This is an optimization exercise on Yosys and OpenROAD, whose aim is small area, a short achievable clock period and few clock cycles, not a production implementation.
Only simulation tests tie the RTL to the original design; equivalence was not proved.
Power is estimated from default activity; no workload was simulated.

==> design/flow/design.v <==
`timescale 1ns / 1ps
package gts_pkg;
    localparam logic [1:0] MODE_IDLE  = 2'd0;
    localparam logic [1:0] MODE_DASH  = 2'd1;
    localparam logic [1:0] MODE_STR   = 2'd2;
    localparam logic [1:0] MODE_IDENT = 2'd3;
    localparam logic [3:0] KIND_ARROW  = 4'd0;
    localparam logic [3:0] KIND_LPAREN = 4'd1;
    localparam logic [3:0] KIND_RPAREN = 4'd2;
    localparam logic [3:0] KIND_STAR   = 4'd3;
    localparam logic [3:0] KIND_OPT    = 4'd4;
    localparam logic [3:0] KIND_BAR    = 4'd5;
    localparam logic [3:0] KIND_SEMI   = 4'd6;
    localparam logic [3:0] KIND_LIT    = 4'd7;
    localparam logic [3:0] KIND_IDENT  = 4'd8;
    localparam logic [3:0] KIND_EOF    = 4'd9;
    localparam logic [3:0] KIND_ERR    = 4'd10;
    localparam logic [1:0] ERR_NONE       = 2'd0;
    localparam logic [1:0] ERR_UNEXPECTED = 2'd1;
    localparam logic [1:0] ERR_OPEN_STR   = 2'd2;
    localparam logic [7:0] CH_DASH   = 8'h2D;
    localparam logic [7:0] CH_GT     = 8'h3E;
    localparam logic [7:0] CH_LPAREN = 8'h28;
    localparam logic [7:0] CH_RPAREN = 8'h29;
    localparam logic [7:0] CH_STAR   = 8'h2A;
    localparam logic [7:0] CH_QMARK  = 8'h3F;
    localparam logic [7:0] CH_BAR    = 8'h7C;
    localparam logic [7:0] CH_SEMI   = 8'h3B;
    localparam logic [7:0] CH_QUOTE  = 8'h22;
    localparam logic [7:0] CH_LF     = 8'h0A;
    localparam logic [7:0] CH_TAB    = 8'h09;
    localparam logic [7:0] CH_CR     = 8'h0D;
    localparam logic [7:0] CH_SPACE  = 8'h20;
    localparam int unsigned MAX_TOKENS = 3;
    localparam int unsigned QUEUE_DEPTH = 4;
    localparam int unsigned TOK_W = 54;
    localparam int unsigned BUNDLE_W = 2 + MAX_TOKENS * TOK_W;
endpackage
`timescale 1ns / 1ps
module gts_queue (
    input  logic                          aclk,
    input  logic                          aresetn,
    input  logic                          push_valid,
    input  logic [gts_pkg::BUNDLE_W-1:0]  push_bundle,
    output logic                          q_not_full,
    output logic                          q_valid,
    output logic [gts_pkg::BUNDLE_W-1:0]  q_data,
    input  logic                          q_pop
);
    localparam int unsigned PTR_W = $clog2(gts_pkg::QUEUE_DEPTH);
    localparam int unsigned CNT_W = $clog2(gts_pkg::QUEUE_DEPTH + 1);
    logic [gts_pkg::BUNDLE_W-1:0] mem_reg [gts_pkg::QUEUE_DEPTH];
    logic [PTR_W-1:0]   wr_ptr_reg, wr_ptr_next;
    logic [PTR_W-1:0]   rd_ptr_reg, rd_ptr_next;
    logic [CNT_W-1:0]   cnt_reg, cnt_next;
    logic               do_push, do_pop;
    assign q_not_full = (cnt_reg != CNT_W'(gts_pkg::QUEUE_DEPTH));
    assign q_valid    = (cnt_reg != '0);
    assign q_data     = mem_reg[rd_ptr_reg];
    assign do_push    = push_valid && q_not_full;
    assign do_pop     = q_pop && q_valid;
    always_comb begin
        wr_ptr_next = do_push ? wr_ptr_reg + PTR_W'(1) : wr_ptr_reg;
        rd_ptr_next = do_pop ? rd_ptr_reg + PTR_W'(1) : rd_ptr_reg;
        cnt_next    = cnt_reg;
        if (do_push && !do_pop) begin
            cnt_next = cnt_reg + CNT_W'(1);
        end else if (!do_push && do_pop) begin
            cnt_next = cnt_reg - CNT_W'(1);
        end
    end
    always_ff @(posedge aclk) begin
        if (!aresetn) begin
            wr_ptr_reg <= '0;
            rd_ptr_reg <= '0;
            cnt_reg    <= '0;
        end else begin
            wr_ptr_reg <= wr_ptr_next;
            rd_ptr_reg <= rd_ptr_next;
            cnt_reg    <= cnt_next;
        end
    end
    always_ff @(posedge aclk) begin
        if (do_push) begin
            mem_reg[wr_ptr_reg] <= push_bundle;
        end
    end
endmodule
`timescale 1ns / 1ps
module gts_front #(
    parameter int unsigned SOURCE_DEPTH = 65536
) (
    input  logic             aclk,
    input  logic             aresetn,
    input  logic             cfg_we,
    input  logic [15:0]      cfg_wdata,
    input  logic             s_valid,
    output logic             s_ready,
    input  logic [7:0]       s_ch,
    input  logic             s_end_of_source,
    input  logic                          q_not_full,
    output logic                          push_valid,
    output logic [gts_pkg::BUNDLE_W-1:0]  push_bundle
);
    localparam int unsigned POS_MAX_INT =
        (SOURCE_DEPTH - 1 < 65535) ? SOURCE_DEPTH - 1 : 65535;
    localparam logic [15:0] POS_MAX = 16'(POS_MAX_INT);
    localparam int unsigned TW = gts_pkg::TOK_W;
    logic [1:0]     mode_reg, mode_next, mode_mid;
    logic [15:0]    line_reg, line_next, line_mid;
    logic [15:0]    pos_reg, pos_next;
    logic [15:0]    ts_reg, ts_next, ts_mid;
    logic [15:0]    first_line_reg;
    logic           accept;
    logic           do_fresh;
    logic           is_alpha, is_alnum;
    logic [16:0]    ts_p1, lit_len_w, id_len_w;
    logic [15:0]    lit_start, lit_len, id_len;
    logic [4*TW-1:0] cand;
    logic [3:0]      cand_v;
    logic [1:0]      n_tok;
    logic [gts_pkg::MAX_TOKENS*TW-1:0] slot;
    function automatic logic [53:0] mk_tok(
                                               logic [3:0] k, logic [15:0] ln,
                                               logic [15:0] st, logic [15:0] len,
                                               logic [1:0] e);
        mk_tok = {k, ln, st, len, e};
    endfunction
    assign s_ready = q_not_full;
    assign accept  = s_valid & s_ready;
    assign is_alpha = ((s_ch >= 8'h61) && (s_ch <= 8'h7A)) ||
                      ((s_ch >= 8'h41) && (s_ch <= 8'h5A));
    assign is_alnum = is_alpha || ((s_ch >= 8'h30) && (s_ch <= 8'h39));
    assign ts_p1     = {1'b0, ts_reg} + 17'd1;
    assign lit_start = ts_p1[16] ? 16'hFFFF : ts_p1[15:0];
    assign lit_len_w = {1'b0, pos_reg} - ts_p1;
    assign lit_len   = ({1'b0, pos_reg} > ts_p1) ? lit_len_w[15:0] : 16'd0;
    assign id_len_w  = {1'b0, pos_reg} + 17'd1 - {1'b0, ts_mid};
    assign id_len    = id_len_w[16] ? 16'hFFFF : id_len_w[15:0];
    always_comb begin
        mode_mid  = mode_reg;
        ts_mid    = ts_reg;
        line_mid  = line_reg;
        do_fresh  = 1'b0;
        cand_v    = '0;
        for (int i = 0; i < 4; i++) begin
            cand[i*TW +: TW] = mk_tok(gts_pkg::KIND_EOF, line_reg, 16'd0, 16'd0, gts_pkg::ERR_NONE);
        end
        unique case (mode_reg)
            gts_pkg::MODE_DASH: begin
                mode_mid = gts_pkg::MODE_IDLE;
                if (s_ch == gts_pkg::CH_GT) begin
                    cand_v[0] = 1'b1;
                    cand[0*TW +: TW] = mk_tok(gts_pkg::KIND_ARROW, line_reg, 16'd0, 16'd0,
                                       gts_pkg::ERR_NONE);
                end else begin
                    do_fresh = 1'b1;
                end
            end
            gts_pkg::MODE_STR: begin
                if (s_ch == gts_pkg::CH_QUOTE) begin
                    cand_v[0] = 1'b1;
                    cand[0*TW +: TW] = mk_tok(gts_pkg::KIND_LIT, line_reg, lit_start, lit_len,
                                       gts_pkg::ERR_NONE);
                    mode_mid  = gts_pkg::MODE_IDLE;
                end else if (s_ch == gts_pkg::CH_LF) begin
                    line_mid = (line_reg != 16'hFFFF) ? line_reg + 16'd1 : line_reg;
                end
            end
            gts_pkg::MODE_IDENT: begin
                if (!is_alnum) begin
                    cand_v[0] = 1'b1;
                    cand[0*TW +: TW] = mk_tok(gts_pkg::KIND_IDENT, line_reg, ts_reg,
                                       pos_reg - ts_reg, gts_pkg::ERR_NONE);
                    mode_mid  = gts_pkg::MODE_IDLE;
                    do_fresh  = 1'b1;
                end
            end
            gts_pkg::MODE_IDLE: begin
                do_fresh = 1'b1;
            end
            default: begin
                do_fresh = 1'b1;
            end
        endcase
        if (do_fresh) begin
            cand[1*TW +: TW] = mk_tok(gts_pkg::KIND_ERR, line_reg, 16'd0, 16'd0, gts_pkg::ERR_NONE);
            unique case (s_ch)
                gts_pkg::CH_DASH:   mode_mid = gts_pkg::MODE_DASH;
                gts_pkg::CH_LPAREN: begin
                    cand_v[1]    = 1'b1;
                    cand[1*TW+50 +: 4] = gts_pkg::KIND_LPAREN;
                end
                gts_pkg::CH_RPAREN: begin
                    cand_v[1]    = 1'b1;
                    cand[1*TW+50 +: 4] = gts_pkg::KIND_RPAREN;
                end
                gts_pkg::CH_STAR: begin
                    cand_v[1]    = 1'b1;
                    cand[1*TW+50 +: 4] = gts_pkg::KIND_STAR;
                end
                gts_pkg::CH_QMARK: begin
                    cand_v[1]    = 1'b1;
                    cand[1*TW+50 +: 4] = gts_pkg::KIND_OPT;
                end
                gts_pkg::CH_BAR: begin
                    cand_v[1]    = 1'b1;
                    cand[1*TW+50 +: 4] = gts_pkg::KIND_BAR;
                end
                gts_pkg::CH_SEMI: begin
                    cand_v[1]    = 1'b1;
                    cand[1*TW+50 +: 4] = gts_pkg::KIND_SEMI;
                end
                gts_pkg::CH_LF: begin
                    line_mid = (line_reg != 16'hFFFF) ? line_reg + 16'd1 : line_reg;
                end
                gts_pkg::CH_CR, gts_pkg::CH_SPACE, gts_pkg::CH_TAB: begin
                end
                gts_pkg::CH_QUOTE: begin
                    ts_mid   = pos_reg;
                    mode_mid = gts_pkg::MODE_STR;
                end
                default: begin
                    if (is_alpha) begin
                        ts_mid   = pos_reg;
                        mode_mid = gts_pkg::MODE_IDENT;
                    end else begin
                        cand_v[1]   = 1'b1;
                        cand[1*TW +: 2] = gts_pkg::ERR_UNEXPECTED;
                    end
                end
            endcase
        end
        if (s_end_of_source) begin
            if (mode_mid == gts_pkg::MODE_STR) begin
                cand_v[2] = 1'b1;
                cand[2*TW +: TW] = mk_tok(gts_pkg::KIND_ERR, line_mid, 16'd0, 16'd0,
                                   gts_pkg::ERR_OPEN_STR);
            end else if (mode_mid == gts_pkg::MODE_IDENT) begin
                cand_v[2] = 1'b1;
                cand[2*TW +: TW] = mk_tok(gts_pkg::KIND_IDENT, line_mid, ts_mid, id_len,
                                   gts_pkg::ERR_NONE);
            end
            cand_v[3] = 1'b1;
            cand[3*TW +: TW] = mk_tok(gts_pkg::KIND_EOF, line_mid, 16'd0, 16'd0, gts_pkg::ERR_NONE);
        end
    end
    always_comb begin
        n_tok = 2'd0;
        for (int j = 0; j < gts_pkg::MAX_TOKENS; j++) begin
            slot[j*TW +: TW] = cand[3*TW +: TW];
        end
        for (int i = 0; i < 4; i++) begin
            if (cand_v[i] && (n_tok != 2'd3)) begin
                slot[n_tok*TW +: TW] = cand[i*TW +: TW];
                n_tok                = n_tok + 2'd1;
            end
        end
        push_valid  = accept && (n_tok != 2'd0);
        push_bundle = {n_tok, slot};
    end
    always_comb begin
        if (s_end_of_source) begin
            mode_next = gts_pkg::MODE_IDLE;
            line_next = first_line_reg;
            pos_next  = 16'd0;
            ts_next   = 16'd0;
        end else begin
            mode_next = mode_mid;
            line_next = line_mid;
            ts_next   = ts_mid;
            pos_next  = (pos_reg < POS_MAX) ? pos_reg + 16'd1 : pos_reg;
        end
    end
    always_ff @(posedge aclk) begin
        if (!aresetn) begin
            mode_reg       <= gts_pkg::MODE_IDLE;
            line_reg       <= 16'd1;
            pos_reg        <= 16'd0;
            ts_reg         <= 16'd0;
            first_line_reg <= 16'd1;
        end else begin
            if (accept) begin
                mode_reg <= mode_next;
                pos_reg  <= pos_next;
                ts_reg   <= ts_next;
            end
            if (cfg_we && (pos_reg == 16'd0) && (mode_reg == gts_pkg::MODE_IDLE)) begin
                line_reg <= cfg_wdata;
            end else if (accept) begin
                line_reg <= line_next;
            end
            if (cfg_we) begin
                first_line_reg <= cfg_wdata;
            end
        end
    end
endmodule
`timescale 1ns / 1ps
module gts_back (
    input  logic              aclk,
    input  logic              aresetn,
    input  logic              q_valid,
    input  logic [gts_pkg::BUNDLE_W-1:0] q_data,
    output logic              q_pop,
    output logic              m_valid,
    input  logic              m_ready,
    output logic [3:0]        m_kind,
    output logic [15:0]       m_line,
    output logic [15:0]       m_start_res,
    output logic [15:0]       m_length,
    output logic [1:0]        m_error_code,
    output logic              m_last_result
);
    localparam int unsigned TW = gts_pkg::TOK_W;
    logic [gts_pkg::BUNDLE_W-1:0] bundle_reg;
    logic             bval_reg, bval_next;
    logic [1:0]       idx_reg, idx_next;
    logic [TW-1:0]    cur;
    logic [1:0]       b_count;
    logic             is_last;
    logic             out_take;
    assign b_count  = bundle_reg[gts_pkg::BUNDLE_W-1 -: 2];
    assign cur      = bundle_reg[idx_reg*TW +: TW];
    assign is_last  = (idx_reg == b_count - 2'd1);
    assign out_take = bval_reg && m_ready;
    assign m_valid       = bval_reg;
    assign m_kind        = cur[53:50];
    assign m_line        = cur[49:34];
    assign m_start_res   = cur[33:18];
    assign m_length      = cur[17:2];
    assign m_error_code  = cur[1:0];
    assign m_last_result = is_last;
    assign q_pop = q_valid && (!bval_reg || (out_take && is_last));
    always_comb begin
        bval_next = bval_reg;
        idx_next  = idx_reg;
        if (q_pop) begin
            bval_next = 1'b1;
            idx_next  = 2'd0;
        end else if (out_take) begin
            if (is_last) begin
                bval_next = 1'b0;
            end else begin
                idx_next = idx_reg + 2'd1;
            end
        end
    end
    always_ff @(posedge aclk) begin
        if (!aresetn) begin
            bval_reg <= 1'b0;
            idx_reg  <= 2'd0;
        end else begin
            bval_reg <= bval_next;
            idx_reg  <= idx_next;
        end
    end
    always_ff @(posedge aclk) begin
        if (q_pop) begin
            bundle_reg <= q_data;
        end
    end
endmodule
`timescale 1ns / 1ps
module grammar_token_scanner #(
    parameter int unsigned SOURCE_DEPTH = 65536
) (
    input  logic        aclk,
    input  logic        aresetn,
    input  logic        cfg_we,
    input  logic [15:0] cfg_wdata,
    input  logic        s_valid,
    output logic        s_ready,
    input  logic [7:0]  s_ch,
    input  logic        s_end_of_source,
    output logic        m_valid,
    input  logic        m_ready,
    output logic [3:0]  m_kind,
    output logic [15:0] m_line,
    output logic [15:0] m_start_res,
    output logic [15:0] m_length,
    output logic [1:0]  m_error_code,
    output logic        m_last_result
);
    logic                         push_valid;
    logic [gts_pkg::BUNDLE_W-1:0] push_bundle;
    logic [gts_pkg::BUNDLE_W-1:0] q_data;
    logic             q_not_full;
    logic             q_valid;
    logic             q_pop;
    gts_front #(
        .SOURCE_DEPTH (SOURCE_DEPTH)
    ) u_front (
        .aclk            (aclk),
        .aresetn         (aresetn),
        .cfg_we          (cfg_we),
        .cfg_wdata       (cfg_wdata),
        .s_valid         (s_valid),
        .s_ready         (s_ready),
        .s_ch            (s_ch),
        .s_end_of_source (s_end_of_source),
        .q_not_full      (q_not_full),
        .push_valid      (push_valid),
        .push_bundle     (push_bundle)
    );
    gts_queue u_queue (
        .aclk       (aclk),
        .aresetn    (aresetn),
        .push_valid  (push_valid),
        .push_bundle (push_bundle),
        .q_not_full (q_not_full),
        .q_valid    (q_valid),
        .q_data     (q_data),
        .q_pop      (q_pop)
    );
    gts_back u_back (
        .aclk          (aclk),
        .aresetn       (aresetn),
        .q_valid       (q_valid),
        .q_data        (q_data),
        .q_pop         (q_pop),
        .m_valid       (m_valid),
        .m_ready       (m_ready),
        .m_kind        (m_kind),
        .m_line        (m_line),
        .m_start_res   (m_start_res),
        .m_length      (m_length),
        .m_error_code  (m_error_code),
        .m_last_result (m_last_result)
    );
endmodule
==> design/flow/run.sh <==
#!/bin/bash
# synth_recipe.tcl (not shown) runs the flow's synth.tcl, then flattens the netlist and writes it again
# the make line also repeats each setting of config.mk as NAME=value (left out here)
make -C /OpenROAD-flow-scripts/flow DESIGN_CONFIG=/design/flow/config.mk WORK_HOME=/design/flow/orfs CLKGATE_MAP_FILE= SYNTH_SCRIPT=/design/flow/synth_recipe.tcl finish
==> design/flow/config.mk <==
export PLATFORM = sky130hd
export DESIGN_NAME = grammar_token_scanner
export DESIGN_NICKNAME = grammar_token_scanner
export VERILOG_FILES = /design/flow/design.v
export SDC_FILE = /design/flow/constraint.sdc
export NUM_CORES = 4
export LEC_CHECK = 0
export CAP_MARGIN = 20
export CORE_MARGIN = 2
export CORE_UTILIZATION = 40
export SLEW_MARGIN = 20
==> design/flow/constraint.sdc <==
create_clock -name core_clock -period 5.5 [get_ports {aclk}]
set_input_delay 1.1000 -clock core_clock [delete_from_list [all_inputs] [get_ports {aclk}]]
set_output_delay 1.1000 -clock core_clock [all_outputs]
set_load 0.01 [all_outputs]
==> results.sh <==
export IMPL_required_ns=6.08
export IMPL_r2r_slack_ns=0.65
export IMPL_status="complete, no violations"
export IMPL_cts_sinks=876
export IMPL_grt_remaining_overflow=0
export IMPL_syn2layout_area_growth_pct=18.5
export IMPL_cts_buffers=87
export IMPL_avgSynthCellArea_um2=15.4
export IMPL_fin_nets=2885
export IMPL_ys_ff_latch=876
export IMPL_r2r_cells=20
export IMPL_power_total_mw=19.3
export IMPL_dp_hpwl_mm=64.0
export IMPL_ioPinCount=87
export IMPL_rr_endpoint="u_queue.mem_reg[0][11]"
export IMPL_crit_fanout=3
export IMPL_cap_violations=0
export IMPL_final_common_cell="edfxtp_1"
export IMPL_dr_pass1_iters=5
export IMPL_synth_seq_area_share=0.666
export IMPL_power_leakage_nw=14.8
export IMPL_die_w_um=314
export IMPL_first_global_vias=23100
export IMPL_hold_path_cell_count=2
export IMPL_final_setup_tns_ns=0
export IMPL_routabilityCongestion=0.905
export IMPL_post_route_drc_count=0
export IMPL_period_share=0.959
export IMPL_maxSlewViolCount=0
export IMPL_die_area_um2=98400
export IMPL_insertion_delay_ns=0.67
export IMPL_powerDensity_nw_per_um2=424
export IMPL_skew_ns=0.0410
export IMPL_async_flop_share=0
export IMPL_cts_tree="done"
export IMPL_clock_tree_buffer_depth=3
export IMPL_synth_cells=2496
export IMPL_wl_mm=97.1
export IMPL_wire_per_inst_um=23.7
export IMPL_reg2reg_from="u_front.mode_reg[0]"
export IMPL_ant_nets=0
export IMPL_min_from="u_front.first_line_reg[0]"
export IMPL_via_count=22800
export IMPL_grt_antenna_before_repair=3
export IMPL_ir_worst_vdd_mv=0.385
export IMPL_synth_distinct_cells=90
export IMPL_layout_min_cycle_time_ns=5.27
export IMPL_rows=113
export IMPL_synth_area_um2=38400
export IMPL_start_util=0.404
export IMPL_fin_ws_ns=0.226
export IMPL_worstSetupStartpointType="input port"
export IMPL_dp_slack_ns=-0.679
export IMPL_hold_viol=0
export IMPL_crit_type="input port to register"
export IMPL_routed_via_density=5.56
export IMPL_largest_reg_flops=640
export IMPL_core_um2=95000
export IMPL_max_freq_mhz=190
export IMPL_end_kind="register"
export IMPL_grt_pass1_wl_mm=146
export IMPL_drtIter0Drc=1898
export IMPL_critPathArrivalTime_ns=5.85
export IMPL_io_buffers=86
export IMPL_holdPathEnd="u_front.first_line_reg[0]"
export IMPL_grtUsageTotal=0.197
export IMPL_grt_max_degree=147
export IMPL_hold_class="register to register"
export IMPL_register_area_um2=25600
export IMPL_cts_root_buf="clkbuf_16"
export IMPL_cts_htree_levels=3
export IMPL_synthesis_nets=2611
export IMPL_drive_above_1_share=0.215
export IMPL_yosys_warnings=3
export IMPL_fill_cells=8104
export IMPL_cts_setup_buffers=0
export IMPL_yosys_most_used_dff="edfxtp_1"
export IMPL_tightest_slew_ns=0.985
export IMPL_relSlewSlack=0.343
export IMPL_setup_viol=0
export IMPL_layout_common_cells="800 x edfxtp_1, 198 x nor2_1, 191 x buf_4"
export IMPL_multiInputGateArea_um2=12200
export IMPL_die_y_um=314
export IMPL_path_clk_slew_ns=0.06
export IMPL_synth_edf_count=800
export IMPL_finalCoreUtilization=0.479
## cell type report
class                           count  area share
Clock inverter                     41     0.00903
Antenna cell                        2    0.000110
Multi-Input combinational cell   1438       0.269
Sequential cell                   876       0.562
Timing Repair Buffer              320      0.0690
Inverter                           47     0.00388
Clock buffer                      115      0.0522
Tap cell                         1265      0.0348
## routing by layer
| metal | part of all wire | global-route usage | up-vias |
|---|---|---|---|
| met5 | 0.00035 | 0 | - |
| met4 | 0.023 | 0.0571 | 4 |
| met3 | 0.049 | 0.0270 | 128 |
| met2 | 0.48 | 0.321 | 675 |
| met1 | 0.45 | 0.278 | 11800 |
| li1 | - | - | 10200 |
## critical path, stage by stage
cell and delay, ns:
clkdlybuf4s50_1 0.46, or4_4 0.56, o22a_1 0.22, a21oi_1 0.21, nor3b_4 0.28, ha_1 0.30, a21boi_2 0.14, nand2_1 0.07
a211o_1 0.29, o21ai_1 0.09, ha_1 0.16, nand2b_4 0.12, a21oi_2 0.07, o41ai_4 0.29, o21a_2 0.18, ha_1 0.17
inv_1 0.07, fa_1 0.42, xor2_1 0.17, or3_1 0.31, a21boi_0 0.16
## where the power goes
group	internal [mW]	total, mW	switching, mW	leakage, nW
Combinational	1.93	4.14	2.20	5.45
Sequential	8.85	9.31	0.460	7.98
Clock	3.34	5.84	2.50	1.36
Total	14.1	19.3	5.17	14.8
## Yosys cell counts (all sizes together), types with 14 or more instances
| cell type | n | area, um^2 |
|---|---|---|
| nor3 | 34 | 170 |
| and2 | 20 | 125 |
| buf | 44 | 225 |
| nor2b | 49 | 307 |
| ha | 81 | 1010 |
| a21o | 14 | 105 |
| o21ai | 123 | 627 |
| nand3 | 54 | 270 |
| nand2 | 148 | 556 |
| mux2 | 14 | 158 |
| a21oi | 100 | 512 |
| dfxtp | 76 | 1520 |
| a22oi | 22 | 165 |
| mux2i | 86 | 861 |
| clkbuf | 91 | 342 |
| edfxtp | 800 | 24000 |
| inv | 47 | 176 |
| mux4 | 161 | 3630 |
| o21a | 14 | 106 |
| a211oi | 15 | 123 |
| o22ai | 27 | 308 |
| xor2 | 21 | 184 |
| xnor2 | 83 | 727 |
| nor2 | 205 | 772 |
## logic make-up (layout without fill, tap and decap cells)
family,count (synthesis),in the layout,synth area share
compound gates,397,397,0.0693
xor+xnor,104,104,0.0237
fa+ha+maj,85,85,0.0285
buf+inv,182,523,0.0194
flops,876,876,0.666
mux,261,261,0.121
other cells,0,2,0
simple gates,591,591,0.0723
## how the worst max path moves through the flow
stage,from,end,cells after the start
floorplan,s_ch[0],u_queue.mem_reg[0][0],19
global placement,s_ch[1],u_queue.mem_reg[0][17],21
detailed placement,s_ch[1],u_queue.mem_reg[2][3],20
CTS,s_ch[1],u_queue.mem_reg[2][3],20
global route,s_ch[1],u_queue.mem_reg[0][71],22
finish,s_ch[1],u_queue.cnt_reg[2],21
## through the flow
step / hold slack [ns] / instance area, um^2 / cells
floorplan: 0.441 / 38400 / 2496
global placement: 0.454 / 42600 / 3946
detailed placement: 0.471 / 42600 / 3946
CTS: 0.488 / 45400 / 4102
global route: 0.533 / 45500 / 4102
finish: 0.508 / 45500 / 4104
## what timing repair did
action	in CTS	in global routing
gates resized for setup	0	19
hold buffers	0	0
setup endpoints to repair	0	187
Testbench counts, summed over its fixed seeds: cycles 24,042.

==> re-timing with driven ports <==
The flow's constraints put no driver on any port. The routed layout listed below was extracted and timed again, unchanged, in two steps. Step 1 (the two cells are an assumption about what drives the block):
set clk [get_ports {aclk}]
set_driving_cell -lib_cell sky130_fd_sc_hd__clkbuf_16 $clk
set_driving_cell -lib_cell sky130_fd_sc_hd__buf_2 [delete_from_list [all_inputs] $clk]
Step 2 moves the port delays by t, midway between the first and last clock arrival at a register: inputs arrive t later, outputs are due t later. That takes back most of the time a late clock gives input paths. Three values: ideal, step 1, step 2; two values: the first two.
t, ns: 0.712
setup WS [ns]: 0.226 / 0.273 / -0.439
worst setup path at the end: input to register
latest minus earliest clock arrival (ns): 0.043 / 0.042
cell pins on the clock port's net: 1
With both steps, setup timing fails in this run, where it was met with ideal ports. The setup slack of this run moves by +0.047 ns with the drivers and by -0.665 ns with both steps.
